Background: an optimization exercise with open tools, aiming at small area, a short achievable clock period and few clock cycles per item. Do not read the settings as production practice.
Only simulation tests tie the RTL to the original design; equivalence was not proved.

==> job 706: inputs <==
==> flow/design.v <==
`timescale 1ns / 1ps
`default_nettype none
package rlbe_pkg;
   localparam int LITERAL_MAX_DEF = 128;
   localparam int REPEAT_MAX_DEF  = 129;
   localparam int CHUNK_BYTES_DEF = 8;
   localparam int BYTE_W      = 8;
   localparam int MAX_LANES   = 8;
   localparam int CHUNK_W     = BYTE_W * MAX_LANES;
   localparam int COUNT_W     = 4;
   localparam int RSP_TDATA_W = 72;
   typedef struct packed {
      logic              valid;
      logic [BYTE_W-1:0] data;
      logic              final_byte;
      logic              stream_end;
   } pack_byte_type;
endpackage
`default_nettype wire
`timescale 1ns / 1ps
`default_nettype none
module rlbe_packer (
   input  wire logic                           clock,
   input  wire logic                           reset,
   input  wire logic                           d_v,
   input  wire logic [7:0]                     d_hdr,
   input  wire logic [6:0]                     d_nb,
   input  wire logic [1:0]                     d_nt,
   input  wire logic [7:0]                     d_t0,
   input  wire logic [7:0]                     d_t1,
   input  wire logic [7:0]                     d_t2,
   input  wire logic                           d_user,
   input  wire logic [4:0]                     k,
   input  wire logic [4:0]                     klast,
   input  wire logic [63:0]                    row,
   output logic                                load,
   output logic                                d_last,
   output logic                                d_free,
   output logic                                rsp_tvalid,
   input  wire logic                           rsp_tready,
   output logic [rlbe_pkg::RSP_TDATA_W-1:0]    rsp_tdata,
   output logic                                rsp_tlast,
   output logic                                rsp_tuser
);
   logic        o_v, o_last, o_user;
   logic [63:0] o_data;
   logic [3:0]  o_cnt;
   logic [2:0]  nlast;
   logic [63:0] chunk;
   logic [3:0]  cnt;
   assign nlast  = d_nb[2:0] + {1'b0, d_nt};
   assign d_last = (k == klast);
   assign cnt    = d_last ? ({1'b0, nlast} + 4'd1) : 4'd8;
   assign load   = d_v && (!o_v || rsp_tready);
   assign d_free = !d_v || (d_last && !o_v);
   always_comb begin
      for (int j = 0; j < 8; j++) begin
         logic [7:0] p;
         logic [7:0] t;
         p = {k, 3'(j)};
         t = p - {1'b0, d_nb} - 8'd1;
         if (p == 8'd0)
            chunk[8*j +: 8] = d_hdr;
         else if (p <= {1'b0, d_nb})
            chunk[8*j +: 8] = row[8*j +: 8];
         else if (t == 8'd0 && d_nt != 2'd0)
            chunk[8*j +: 8] = d_t0;
         else if (t == 8'd1 && d_nt >= 2'd2)
            chunk[8*j +: 8] = d_t1;
         else if (t == 8'd2 && d_nt == 2'd3)
            chunk[8*j +: 8] = d_t2;
         else
            chunk[8*j +: 8] = 8'h00;
      end
   end
   always_ff @(posedge clock) begin
      if (reset) begin
         o_v <= 1'b0;
      end else begin
         o_v <= load || (o_v && !rsp_tready);
      end
      if (load) begin
         o_data <= chunk;
         o_cnt  <= cnt;
         o_last <= d_last;
         o_user <= d_last && d_user;
      end
   end
   assign rsp_tvalid = o_v;
   assign rsp_tdata  = {4'd0, o_cnt, o_data};
   assign rsp_tlast  = o_last;
   assign rsp_tuser  = o_user;
endmodule
`default_nettype wire
`timescale 1ns / 1ps
`default_nettype none
module run_length_byte_encoder #(
   parameter int LITERAL_MAX = rlbe_pkg::LITERAL_MAX_DEF,
   parameter int REPEAT_MAX  = rlbe_pkg::REPEAT_MAX_DEF,
   parameter int CHUNK_BYTES = rlbe_pkg::CHUNK_BYTES_DEF
) (
   input  wire logic                           clock,
   input  wire logic                           reset,
   input  wire logic                           req_tvalid,
   output logic                                req_tready,
   input  wire logic [7:0]                     req_tdata,
   input  wire logic                           req_tlast,
   output logic                                rsp_tvalid,
   input  wire logic                           rsp_tready,
   output logic [rlbe_pkg::RSP_TDATA_W-1:0]    rsp_tdata,
   output logic                                rsp_tlast,
   output logic                                rsp_tuser
);
   logic       h_v, s_v, rdy;
   logic [7:0] h_d, s_d;
   logic       h_l, s_l;
   logic       go;
   logic       accept;
   assign req_tready = rdy;
   assign accept     = req_tvalid && rdy;
   always_ff @(posedge clock) begin
      if (reset) begin
         h_v <= 1'b0;
         s_v <= 1'b0;
         rdy <= 1'b1;
      end else begin
         if (s_v) begin
            h_v <= 1'b1;
            s_v <= !go;
            rdy <= go;
         end else begin
            h_v <= accept || (h_v && !go);
            s_v <= accept && h_v && !go;
            rdy <= !(accept && h_v && !go);
         end
      end
      if (s_v ? go : (!h_v || go)) begin
         h_d <= s_v ? s_d : req_tdata;
         h_l <= s_v ? s_l : req_tlast;
      end
      if (!s_v) begin
         s_d <= req_tdata;
         s_l <= req_tlast;
      end
   end
   logic       open_ff, ract_ff;
   logic [7:0] held_ff;
   logic [6:0] lcnt_ff, rm_ff;
   logic       n_open, n_ract;
   logic [7:0] n_held;
   logic [6:0] n_lcnt, n_rm;
   logic [6:0] lcnt_p1, lcnt_m1, rm_p1;
   logic       eq;
   logic       emit, swr;
   logic [7:0] c_hdr, c_t0, c_t1, c_t2;
   logic [6:0] c_nb;
   logic [1:0] c_nt;
   logic [4:0] c_klast;
   logic [4:0] wrow_ff, n_wrow, lcnt_p2_row;
   logic       d_v, d_free, d_busy_row;
   logic [7:0] d_hdr, d_t0, d_t1, d_t2;
   logic [6:0] d_nb;
   logic [1:0] d_nt;
   logic       d_user, d_body;
   logic [4:0] d_klast;
   logic       w_en;
   logic [6:0] w_addr;
   logic [7:0] w_data;
   assign eq      = (h_d == held_ff);
   assign lcnt_p1 = lcnt_ff + 7'd1;
   assign lcnt_m1 = lcnt_ff - 7'd1;
   assign rm_p1   = rm_ff + 7'd1;
   assign lcnt_p2_row = {1'b0, lcnt_ff[6:3]} + {4'd0, (lcnt_ff[2:1] == 2'b11)};
   always_comb begin
      emit   = 1'b0;
      swr    = 1'b0;
      n_open = 1'b1;
      n_held = h_d;
      n_lcnt = lcnt_ff;
      n_ract = ract_ff;
      n_rm   = rm_ff;
      n_wrow = wrow_ff;
      c_klast = 5'd0;
      c_hdr  = 8'h01;
      c_nb   = 7'd0;
      c_nt   = 2'd1;
      c_t0   = held_ff;
      c_t1   = 8'h01;
      c_t2   = h_d;
      if (!open_ff) begin
         n_lcnt = 7'd0;
         n_wrow = 5'd0;
         n_ract = 1'b0;
         c_t0   = h_d;
      end else if (eq) begin
         if (!ract_ff) begin
            n_lcnt = 7'd0;
            n_wrow = 5'd0;
            n_ract = 1'b1;
            n_rm   = 7'd0;
            if (lcnt_ff != 7'd0) begin
               emit  = 1'b1;
               c_hdr = {lcnt_m1, 1'b1};
               c_nb  = lcnt_ff;
               c_nt  = h_l ? 2'd2 : 2'd0;
               c_klast = h_l ? lcnt_p2_row : {1'b0, lcnt_ff[6:3]};
               c_t0  = 8'h00;
               c_t1  = held_ff;
            end else begin
               c_hdr = 8'h00;
            end
         end else if (rm_ff != 7'd127) begin
            n_rm  = rm_p1;
            c_hdr = {rm_p1, 1'b0};
         end else begin
            emit   = 1'b1;
            n_ract = 1'b0;
            c_hdr  = 8'hFE;
            c_nt   = h_l ? 2'd3 : 2'd1;
         end
      end else begin
         if (ract_ff) begin
            emit   = 1'b1;
            n_ract = 1'b0;
            n_lcnt = 7'd0;
            n_wrow = 5'd0;
            c_hdr  = {rm_ff, 1'b0};
            c_nt   = h_l ? 2'd3 : 2'd1;
         end else if (lcnt_ff != 7'd127) begin
            swr    = !h_l;
            n_lcnt = lcnt_p1;
            n_wrow = lcnt_p2_row;
            c_klast = lcnt_p2_row;
            c_hdr  = {lcnt_p1, 1'b1};
            c_nb   = lcnt_ff;
            c_nt   = 2'd2;
            c_t1   = h_d;
         end else begin
            emit   = 1'b1;
            n_lcnt = 7'd0;
            n_wrow = 5'd0;
            c_klast = 5'd16;
            c_hdr  = 8'hFF;
            c_nb   = 7'd127;
            c_nt   = h_l ? 2'd3 : 2'd1;
         end
      end
      if (h_l) begin
         emit   = 1'b1;
         n_open = 1'b0;
         n_lcnt = 7'd0;
         n_wrow = 5'd0;
         n_ract = 1'b0;
      end
   end
   logic [4:0] k_ff;
   assign d_busy_row = d_v && d_body && (wrow_ff >= k_ff);
   assign go = h_v && !(emit && !d_free) && !(swr && d_busy_row);
   always_ff @(posedge clock) begin
      if (reset) begin
         open_ff <= 1'b0;
         ract_ff <= 1'b0;
         lcnt_ff <= 7'd0;
         wrow_ff <= 5'd0;
         w_en    <= 1'b0;
      end else begin
         if (go) begin
            open_ff <= n_open;
            ract_ff <= n_ract;
            lcnt_ff <= n_lcnt;
            wrow_ff <= n_wrow;
         end
         w_en <= go && swr;
      end
      if (go) begin
         held_ff <= n_held;
         rm_ff   <= n_rm;
      end
      w_addr <= lcnt_p1;
      w_data <= held_ff;
   end
   logic [63:0] rows [16];
   logic [7:0]  slot [128];
   always_comb slot[0] = 8'h00;
   for (genvar s = 1; s < 128; s++) begin : g_slot
      always_ff @(posedge clock) begin
         if (w_en && (w_addr == 7'(s))) slot[s] <= w_data;
      end
   end
   for (genvar r = 0; r < 16; r++) begin : g_row
      for (genvar j = 0; j < 8; j++) begin : g_lane
         assign rows[r][8*j +: 8] = slot[8*r + j];
      end
   end
   logic load, d_last;
   always_ff @(posedge clock) begin
      if (reset) begin
         d_v <= 1'b0;
      end else begin
         if (go && emit) d_v <= 1'b1;
         else if (load && d_last) d_v <= 1'b0;
      end
      if (d_free) begin
         d_klast <= c_klast;
         d_hdr  <= c_hdr;
         d_nb   <= c_nb;
         d_nt   <= c_nt;
         d_t0   <= c_t0;
         d_t1   <= c_t1;
         d_t2   <= c_t2;
         d_user <= h_l;
         d_body <= (c_nb != 7'd0);
      end
      if (d_free) begin
         k_ff   <= 5'd0;
      end else if (load) begin
         k_ff   <= k_ff + 5'd1;
      end
   end
   rlbe_packer u_packer (
      .clock      (clock),
      .reset      (reset),
      .d_v        (d_v),
      .d_hdr      (d_hdr),
      .d_nb       (d_nb),
      .d_nt       (d_nt),
      .d_t0       (d_t0),
      .d_t1       (d_t1),
      .d_t2       (d_t2),
      .d_user     (d_user),
      .k          (k_ff),
      .klast      (d_klast),
      .row        (rows[k_ff[3:0]]),
      .load       (load),
      .d_last     (d_last),
      .d_free     (d_free),
      .rsp_tvalid (rsp_tvalid),
      .rsp_tready (rsp_tready),
      .rsp_tdata  (rsp_tdata),
      .rsp_tlast  (rsp_tlast),
      .rsp_tuser  (rsp_tuser)
   );
endmodule
`default_nettype wire
==> flow/run.sh <==
#!/bin/bash
# synth_recipe.tcl (not shown) runs the flow's synth.tcl, then flattens the netlist and writes it again
# the make line also repeats each setting of config.mk as NAME=value (left out here)
make -C /OpenROAD-flow-scripts/flow DESIGN_CONFIG=/design/flow/config.mk WORK_HOME=/design/flow/orfs CLKGATE_MAP_FILE= SYNTH_SCRIPT=/design/flow/synth_recipe.tcl finish
==> flow/config.mk <==
export PLATFORM = sky130hd
export DESIGN_NAME = run_length_byte_encoder
export DESIGN_NICKNAME = run_length_byte_encoder
export VERILOG_FILES = /design/flow/design.v
export SDC_FILE = /design/flow/constraint.sdc
export NUM_CORES = 4
export LEC_CHECK = 0
export CAP_MARGIN = 20
export CORE_MARGIN = 2
export CORE_UTILIZATION = 40
export PLACE_DENSITY = 0.6
export SETUP_SLACK_MARGIN = 3.5
export SLEW_MARGIN = 20
==> flow/constraint.sdc <==
create_clock -name core_clock -period 6.0 [get_ports {clock}]
set_input_delay 1.2000 -clock core_clock [delete_from_list [all_inputs] [get_ports {clock}]]
set_output_delay 1.2000 -clock core_clock [all_outputs]
set_load 0.01 [all_outputs]
==> job 3734 (differences from job 706) <==
--- a/flow/design.v
+++ b/flow/design.v
@@ -33,3 +33,2 @@
    input  wire logic [4:0]                     k,
-   input  wire logic [4:0]                     klast,
    input  wire logic [63:0]                    row,
@@ -47,8 +46,8 @@
    logic [3:0]  o_cnt;
-   logic [2:0]  nlast;
+   logic [7:0]  nlast;
    logic [63:0] chunk;
    logic [3:0]  cnt;
-   assign nlast  = d_nb[2:0] + {1'b0, d_nt};
-   assign d_last = (k == klast);
-   assign cnt    = d_last ? ({1'b0, nlast} + 4'd1) : 4'd8;
+   assign nlast  = {1'b0, d_nb} + {6'd0, d_nt};
+   assign d_last = (k == nlast[7:3]);
+   assign cnt    = d_last ? ({1'b0, nlast[2:0]} + 4'd1) : 4'd8;
    assign load   = d_v && (!o_v || rsp_tready);
@@ -157,4 +156,2 @@
    logic [1:0] c_nt;
-   logic [4:0] c_klast;
-   logic [4:0] wrow_ff, n_wrow, lcnt_p2_row;
    logic       d_v, d_free, d_busy_row;
@@ -164,3 +161,2 @@
    logic       d_user, d_body;
-   logic [4:0] d_klast;
    logic       w_en;
@@ -172,3 +168,2 @@
    assign rm_p1   = rm_ff + 7'd1;
-   assign lcnt_p2_row = {1'b0, lcnt_ff[6:3]} + {4'd0, (lcnt_ff[2:1] == 2'b11)};
    always_comb begin
@@ -181,4 +176,2 @@
       n_rm   = rm_ff;
-      n_wrow = wrow_ff;
-      c_klast = 5'd0;
       c_hdr  = 8'h01;
@@ -191,3 +184,2 @@
          n_lcnt = 7'd0;
-         n_wrow = 5'd0;
          n_ract = 1'b0;
@@ -197,3 +189,2 @@
             n_lcnt = 7'd0;
-            n_wrow = 5'd0;
             n_ract = 1'b1;
@@ -205,3 +196,2 @@
                c_nt  = h_l ? 2'd2 : 2'd0;
-               c_klast = h_l ? lcnt_p2_row : {1'b0, lcnt_ff[6:3]};
                c_t0  = 8'h00;
@@ -225,3 +215,2 @@
             n_lcnt = 7'd0;
-            n_wrow = 5'd0;
             c_hdr  = {rm_ff, 1'b0};
@@ -231,4 +220,2 @@
             n_lcnt = lcnt_p1;
-            n_wrow = lcnt_p2_row;
-            c_klast = lcnt_p2_row;
             c_hdr  = {lcnt_p1, 1'b1};
@@ -240,4 +227,2 @@
             n_lcnt = 7'd0;
-            n_wrow = 5'd0;
-            c_klast = 5'd16;
             c_hdr  = 8'hFF;
@@ -251,3 +236,2 @@
          n_lcnt = 7'd0;
-         n_wrow = 5'd0;
          n_ract = 1'b0;
@@ -256,3 +240,3 @@
    logic [4:0] k_ff;
-   assign d_busy_row = d_v && d_body && (wrow_ff >= k_ff);
+   assign d_busy_row = d_v && d_body && ({1'b0, lcnt_p1[6:3]} >= k_ff);
    assign go = h_v && !(emit && !d_free) && !(swr && d_busy_row);
@@ -263,3 +247,2 @@
          lcnt_ff <= 7'd0;
-         wrow_ff <= 5'd0;
          w_en    <= 1'b0;
@@ -270,3 +253,2 @@
             lcnt_ff <= n_lcnt;
-            wrow_ff <= n_wrow;
          end
@@ -302,4 +284,3 @@
       end
-      if (d_free) begin
-         d_klast <= c_klast;
+      if (go && emit) begin
          d_hdr  <= c_hdr;
@@ -312,4 +293,2 @@
          d_body <= (c_nb != 7'd0);
-      end
-      if (d_free) begin
          k_ff   <= 5'd0;
@@ -331,3 +310,2 @@
       .k          (k_ff),
-      .klast      (d_klast),
       .row        (rows[k_ff[3:0]]),
--- a/flow/config.mk
+++ b/flow/config.mk
@@ -11,3 +11,2 @@
 export PLACE_DENSITY = 0.6
-export SETUP_SLACK_MARGIN = 3.5
 export SLEW_MARGIN = 20
==> out/results.ini <==
[outcome]
status = complete, no violations

[grt]
grtUsageTotal_pct = 26.9
grt_max_degree = 93
met2_usage_pct = 41.2

[placement]
dp_slack_ns = 1.92
postPlaceCellArea_um2 = 49900

[route]
met3WireLength_um = 21100
drt_first_iter_violations = 5271

[floorplanning]
die_y_um = 348
coreArea_um2 = 118000

[final_layout]
final-clk-cell-share_pct = 6.04
fin_area_um2 = 59500
num-multi-input-gates = 1609
n_clock_buffer = 160
buffer_area_share_pct = 7.58

[power]
p_total_uw = 17000

[synth]
yosys.area_share.simple_pct = 6.38

[timing]
fmax_mhz = 363

Source of the figures above: job 706

==> out/results.ini <==
[timing]
fmax_mhz = 226

[grt]
met2_usage_pct = 37.4
grtUsageTotal_pct = 24.4

[placement]
postPlaceCellArea_um2 = 49500
dp_slack_ns = 1.71

[final_layout]
fin_area_um2 = 53100
final-clk-cell-share_pct = 6.80
n_clock_buffer = 147

[floorplanning]
die_y_um = 346
coreArea_um2 = 116000

[route]
drt_first_iter_violations = 4303
met3WireLength_um = 13900

[outcome]
status = complete, no violations

Source of the figures above: job 3734

Testbench counts of job 706, summed over its fixed seeds: cycles 21,712, items 21,130.
Testbench counts of job 3734, summed over its fixed seeds: cycles 21,712, items 21,130.

-- static timing again, ports no longer ideal --
The results above use ideal ports. As a check the final layouts listed here were re-extracted and re-timed, cells and wires unchanged.
Step 1: set_driving_cell puts a clkbuf_16 on clock and a buf_2 on each other input, an assumption about the parent block.
Step 2 moves the port delays by t, midway between the first and last clock arrival at a register: inputs arrive t later, outputs are due t later. That takes back most of the time a late clock gives input paths.
Slacks: no drivers / after step 1 / after step 2; pairs: no drivers / after step 1.
run | shift t [ns] | setup WS [ns] | worst data-port slew with drivers (ns)
job 706 | 0.778 | 3.242 / 3.178 / 3.085 | 0.08
job 3734 | 0.786 | 1.568 / 1.568 / 1.568 | 0.10
After both steps every run listed still meets setup and hold. The setup slack of job 706, which loses most, moves by -0.064 ns with the drivers and by -0.157 ns with both steps.
